Background: an optimization exercise with open tools, aiming at small area. Do not read the settings as production practice. The RTL was checked by simulation tests, not by an equivalence proof against the original design. No activity file was given, so power comes from the tool's default toggle rates.

Setup of the reference run:
Design regfile, start of the top module:
module regfile #(
    parameter int XLEN      = 32,
    parameter int NREGS     = 32,
    parameter bit WR_BYPASS = 1'b0
) (
    input  logic                     clk,
    input  logic                     reset,
    input  logic                     write_en,
    input  logic [$clog2(NREGS)-1:0] A1,
    input  logic [$clog2(NREGS)-1:0] A2,
    input  logic [$clog2(NREGS)-1:0] A3,
    input  logic [XLEN-1:0]          WD3,
    output logic [XLEN-1:0]          RD1,
    output logic [XLEN-1:0]          RD2
);
Size in the first run: roughly 3,200 cells after synthesis, roughly 990 flip-flops, ~110 I/O pins, roughly 0.038 mm^2 of cells after synthesis.
export LEC_CHECK = 0
export ABC_AREA = 0
export ABC_CLOCK_PERIOD_IN_PS = 7000
export CAP_MARGIN = 10
export CORE_MARGIN = 2
export CORE_UTILIZATION = 40
export SLEW_MARGIN = 10
export SYNTH_HIERARCHICAL = 1
export SYNTH_MINIMUM_KEEP_SIZE = 0
create_clock -name core_clock -period 7.0 [get_ports {clk}]
standard.sh (not shown) runs the stock make flow with config.mk's settings and CLKGATE_MAP_FILE= SYNTH_SCRIPT=/design/flow/synth_recipe.tcl, a recipe that flattens the netlist after the stock synthesis.
==> flow/flow/run.sh <==
#!/bin/bash
# The standard layout with two changes: the smallest buffer (buf_1) as the port
# buffer, and clock tree synthesis with clkbuf_8 leaf clusters of at most 12 sinks
# within 50 um and no dummy balancing loads.
set -euo pipefail
bash standard.sh 'BUFFER_PORTS_ARGS=-buffer_cell sky130_fd_sc_hd__buf_1' \
  'CTS_ARGS=-sink_clustering_enable -repair_clock_nets -dont_use_dummy_load -buf_list sky130_fd_sc_hd__clkbuf_8 -sink_clustering_size 12 -sink_clustering_max_diameter 50' \
  finish > standard_flow.log 2>&1
The reference run completed every stage of the flow, and the final layout passed the timing, DRC and antenna checks.
Changes in the trial run relative to the reference run:
==> flow/flow/run.sh <==
#!/bin/bash
# The standard layout with two changes: the smallest buffer (buf_1) as the port
# buffer, and clock tree synthesis with clkbuf_8 leaf clusters of at most 16 sinks
# within 60 um and no dummy balancing loads.
set -euo pipefail
bash standard.sh 'BUFFER_PORTS_ARGS=-buffer_cell sky130_fd_sc_hd__buf_1' \
  'CTS_ARGS=-sink_clustering_enable -repair_clock_nets -dont_use_dummy_load -buf_list sky130_fd_sc_hd__clkbuf_8 -sink_clustering_size 16 -sink_clustering_max_diameter 60' \
  finish > standard_flow.log 2>&1
==> comparison <==
The reference run has a higher minimum clock period than the trial run.
Diff the reference run -> the trial run | total detailed-routing wirelength | decrease of 540 um
From the trial run to the reference run, share of the synthesized area in compound gates (AO/OA/AOI/OAI) did not move at all.
The flow did not stop early for the trial run: all stages ran, and the layout cleared the timing, DRC and antenna checks.
Relative to the reference run, highest clock frequency the design can meet has increased by about 0.4% in the trial run.
On met3 wire length, the trial run and the reference run are basically level.
The trial run against the reference run: sequential share of layout area rose 0.41 points; cell count fell about 0.6%; per-cell via count in the routed design about even.
Compared with the reference run, in the trial run clock buffer count has decreased; total die area has remained practically unchanged.

* * *

regfile, a different RTL version from the one above (not shown whole).
For scale: ~3500 cells after synthesis, ~990 flip-flops, ~110 I/O pins, ~39000 um^2 of cells after synthesis.
Settings: LEC_CHECK=0, ABC_AREA=0, ABC_CLOCK_PERIOD_IN_PS=7000, CAP_MARGIN=10, CORE_MARGIN=2, CORE_UTILIZATION=40, SLEW_MARGIN=10, SYNTH_HIERARCHICAL=1, SYNTH_MINIMUM_KEEP_SIZE=0; clock period 7.0 ns.
==> flow/flow/run.sh <==
#!/bin/bash
# The standard layout with two changes: the smallest buffer (buf_1) as the port
# buffer, and clock tree synthesis with clkbuf_8 leaf clusters of at most 16 sinks
# within 60 um and no dummy balancing loads.
set -euo pipefail
bash standard.sh 'BUFFER_PORTS_ARGS=-buffer_cell sky130_fd_sc_hd__buf_1' \
  'CTS_ARGS=-sink_clustering_enable -repair_clock_nets -dont_use_dummy_load -buf_list sky130_fd_sc_hd__clkbuf_8 -sink_clustering_size 16 -sink_clustering_max_diameter 60' \
  finish > standard_flow.log 2>&1
Then changed:
- CORE_UTILIZATION: 40 -> 50
The changed run produced a clean layout.
Sequential cell count stays the same.
Wire length rises by 6.6%.
Cell area shrinks by 0.73%.
Critical path depth stays the same.

* * *

regfile, a different RTL version from the one above (not shown whole).
For scale: roughly 3400 cells after synthesis, ~990 flip-flops, about 110 I/O pins.
Settings: LEC_CHECK=0, ABC_AREA=0, ABC_CLOCK_PERIOD_IN_PS=7000, CAP_MARGIN=10, CORE_MARGIN=2, CORE_UTILIZATION=40, SLEW_MARGIN=10, SYNTH_HIERARCHICAL=1, SYNTH_MINIMUM_KEEP_SIZE=0; clock period 7.0 ns.
Scripts as last shown in full above: flow/flow/run.sh
The first run produced a clean layout.
Change:
Settings changed: CORE_UTILIZATION 40 to 50.
What happened:
- The new run ran to the end with no violations
- register-to-register slack hardly moves
- die area decreases by about a fifth
- via count goes up slightly
- worst setup slack is worse by 250 ps
- total power came out higher slightly
- sequential share of layout area goes up by 0.24 points

## what the ideal ports hide
The results above use ideal ports. As a check the final layouts listed here were re-extracted and re-timed, cells and wires unchanged. Step 1 (the two cells are an assumption about what drives the block):
set clk [get_ports {clk}]
set_driving_cell -lib_cell sky130_fd_sc_hd__clkbuf_16 $clk
set_driving_cell -lib_cell sky130_fd_sc_hd__buf_2 [delete_from_list [all_inputs] $clk]
Step 2, shift: input delay + t, output delay - t, t = (earliest + latest rising clock arrival at the registers) / 2. This alone moves slack from input paths to output paths. Three values: ideal ports, drivers, drivers and shift; two values: the first two.
run | t (ns) | setup slack, ns | hold WS [ns] | worst setup path after step 2
the reference run | 0.807 | 1.037 / 1.005 / 1.005 | 0.494 / 0.494 / 0.494 | input to output
the trial run | 0.770 | 1.061 / 1.028 / 1.028 | 0.499 / 0.499 / 0.499 | input to output
the first run of note 2 | 0.786 | 1.266 / 1.241 / 1.241 | 0.502 / 0.502 / 0.502 | input to output
the second run of note 2 | 0.777 | 1.036 / 0.966 / 0.966 | 0.504 / 0.504 / 0.504 | input to output
the first run of note 3 | 0.788 | 1.213 / 1.127 / 1.127 | 0.502 / 0.502 / 0.502 | input to output
the second run of note 3 | 0.758 | 0.964 / 0.934 / 0.934 | 0.501 / 0.501 / 0.501 | input to output
After both steps every run listed still meets setup and hold. The setup slack of the first run of note 3, which loses most, moves by -0.086 ns with the drivers and by -0.086 ns with both steps.
